Context: an optimization exercise on an open-source flow, tuned for small area, a short achievable clock period and few clock cycles per item. The choices shown serve that exercise and are no tape-out recipe.
Only simulation tests tie the RTL to the original design; equivalence was not proved.

// trilinear_interp_axis
module trilinear_interp_axis (
    input  logic         clk,
    input  logic         rstn,
    input  logic         in_valid,
    output logic         in_ready,
    input  logic [7:0]   frac_r,
    input  logic [7:0]   frac_g,
    input  logic [7:0]   frac_b,
    input  logic         mode,
    input  logic [7:0]   in_user,
    input  logic [191:0] pt_nbr,
    output logic         out_valid,
    input  logic         out_ready,
    output logic [23:0]  out_pt,
    output logic [7:0]   out_user
);
Size in the first run: roughly 6500 cells after synthesis, ~260 I/O pins.
Settings: LEC_CHECK=0, ABC_CLOCK_PERIOD_IN_PS=2700, CAP_MARGIN=20, CORE_MARGIN=2, CORE_UTILIZATION=40, SETUP_SLACK_MARGIN=3.3, SLEW_MARGIN=20, SYNTH_HIERARCHICAL=1; clock period 6.0 ns.
run.sh (not shown) runs the stock make flow with config.mk's settings and CLKGATE_MAP_FILE= SYNTH_SCRIPT=/design/flow/synth_recipe.tcl, a recipe that flattens the netlist after the stock synthesis.
The first run ran to the end with no violations.
Testbench counts at the start, summed over its fixed seeds: cycles 16,056, items 16,000.
Rerun with:
ABC_CLOCK_PERIOD_IN_PS = 2900   (was 2700)
SETUP_SLACK_MARGIN = 3.1   (was 3.3)
What happened: Final area decreases by a few percent; first-iteration DRC count decreases by roughly a tenth; via count decreases by a few percent; maximum frequency increases slightly; setup slack is better by 36 ps; wire length decreases by roughly a tenth; sequential share of layout area increases by 1.9 points; utilization decreases by 2.9 points.

---

## v8
Another version of the RTL of trilinear_interp_axis (not shown whole).
Size in the first run: ~6,500 cells after synthesis, ~260 I/O pins.
// trilinear_interp_axis
module trilinear_interp_axis (
    input  logic         clk,
    input  logic         rstn,
    input  logic         in_valid,
    output logic         in_ready,
    input  logic [7:0]   frac_r,
    input  logic [7:0]   frac_g,
    input  logic [7:0]   frac_b,
    input  logic         mode,
    input  logic [7:0]   in_user,
    input  logic [191:0] pt_nbr,
    output logic         out_valid,
    input  logic         out_ready,
    output logic [23:0]  out_pt,
    output logic [7:0]   out_user
);
clock: 6.0 ns
lec_check: 0
abc_clock_period_in_ps: 2900
cap_margin: 20
core_margin: 2
core_utilization: 40
setup_slack_margin: 3.1
slew_margin: 20
synth_hierarchical: 1
Testbench counts of v8, summed over its fixed seeds: cycles 16,056, items 16,000.
What v27 does differently from v8 at the input level:
==> flow/flow/run.sh (new file) <==
#!/bin/bash
# The standard layout (the standard.sh, unchanged synthesis and steps), with the
# port buffers that global placement inserts made from the smallest buffer cell.
set -o pipefail
export BUFFER_PORTS_ARGS="-buffer_cell sky130_fd_sc_hd__buf_1"
bash standard.sh 2>&1 | tee standard.log
==> flow/standard.sh (new file) <==
#!/bin/bash
# synth_recipe.tcl (not shown) runs the flow's synth.tcl, then flattens the netlist and writes it again
# the make line also repeats each setting of config.mk as NAME=value (left out here)
make -C /OpenROAD-flow-scripts/flow DESIGN_CONFIG=/design/flow/config.mk WORK_HOME=/design/flow/orfs CLKGATE_MAP_FILE= SYNTH_SCRIPT=/design/flow/synth_recipe.tcl "${@:-finish}"
removed: flow/run.sh
### Flow results
Looking only at maximum frequency, and setting everything else aside, the lower value of v27 and v8 goes to v8.
Global-route usage | v27 above v8
Comparing routed wire length for v27 and v8, the bigger number came from v27.
Compared with v8, in v27 routing usage on met2 fell 0.34 points, utilization lost 0.73 points, minimum clock period shrank by 0.017 ns, count of final setup violators flat, clock latency reported for the late side of the worst-skew pair -0.04 ns.
Compared with v8, non-clock buffer count in v27 increased by a few percent.
The wire length of the first global-routing pass of v8 and that of v27 are within noise of each other.

---

trilinear_interp_axis again, from the RTL that the note above started with.
Design trilinear_interp_axis, start of the top module:
module trilinear_interp_axis (
    input  logic         clk,
    input  logic         rstn,
    input  logic         in_valid,
    output logic         in_ready,
    input  logic [7:0]   frac_r,
    input  logic [7:0]   frac_g,
    input  logic [7:0]   frac_b,
    input  logic         mode,
    input  logic [7:0]   in_user,
    input  logic [191:0] pt_nbr,
    output logic         out_valid,
    input  logic         out_ready,
    output logic [23:0]  out_pt,
    output logic [7:0]   out_user
);
make LEC_CHECK=0 ABC_CLOCK_PERIOD_IN_PS=3000 CAP_MARGIN=20 CORE_MARGIN=2 CORE_UTILIZATION=40 SETUP_SLACK_MARGIN=3.0 SLEW_MARGIN=20 SYNTH_HIERARCHICAL=1 finish   # period 6.0 ns
Stock flow here: none of the scripts above is used.
The first run finished with timing, DRC and antenna clean.
Testbench counts at the start, summed over its fixed seeds: cycles 16,056, items 16,000.
Then changed:
==> flow/flow/run.sh (new file) <==
#!/bin/bash
# The standard layout (the standard.sh, unchanged synthesis and steps), with the
# port buffers that global placement inserts made from the smallest buffer cell.
set -o pipefail
export BUFFER_PORTS_ARGS="-buffer_cell sky130_fd_sc_hd__buf_1"
bash standard.sh 2>&1 | tee standard.log
==> flow/standard.sh (new file) <==
#!/bin/bash
# synth_recipe.tcl (not shown) runs the flow's synth.tcl, then flattens the netlist and writes it again
# the make line also repeats each setting of config.mk as NAME=value (left out here)
make -C /OpenROAD-flow-scripts/flow DESIGN_CONFIG=/design/flow/config.mk WORK_HOME=/design/flow/orfs CLKGATE_MAP_FILE= SYNTH_SCRIPT=/design/flow/synth_recipe.tcl "${@:-finish}"
Settings changed: ABC_CLOCK_PERIOD_IN_PS 3000 to 2850, SETUP_SLACK_MARGIN 3.0 to 3.15.
removed: flow/run.sh
The changed run went through all stages and came out clean.
Routed wire length rose by 2.4%.
Count of clock-buffer cells in the layout fell by 1.
Area after synthesis stays the same.
Final cell count rose by 0.65%.

separate check: timing with driven ports:
No port has a modelled driver above. Below, the same layouts with a new extraction and two added sets of constraints. Step 1, drivers: a clkbuf_16 drives clk and a buf_2 each remaining input, both assumed. Step 2 also shifts input and output timing later by t, the mid clock arrival at the registers, as if the neighbouring blocks saw the same clock. Three values: no drivers, after step 1, after step 2; two values: the first two.
| run | t, ns | setup slack, ns | worst setup path after step 2 | slew at the worst register clock pin (ns) | cell pins on the clock port's net |
|---|---|---|---|---|---|
| the first run of note 1 | 0.893 | 3.025 / 2.999 / 2.981 | input to register | 0.07 / 0.07 | 1 |
| the second run of note 1 | 0.883 | 3.061 / 3.021 / 2.961 | input to register | 0.07 / 0.07 | 1 |
| v8 | 0.901 | 3.064 / 3.026 / 2.857 | input to register | 0.07 / 0.07 | 1 |
| v27 | 0.876 | 3.081 / 3.040 / 2.629 | input to register | 0.08 / 0.08 | 1 |
| the first run of note 3 | 0.889 | 3.012 / 2.996 / 2.729 | input to register | 0.07 / 0.07 | 1 |
| the second run of note 3 | 0.883 | 3.076 / 3.036 / 2.901 | input to register | 0.07 / 0.07 | 1 |
After both steps setup and hold are still met in every run listed. For v27, which loses most, drivers alone change the setup slack by -0.041 ns; drivers and shift together by -0.452 ns.
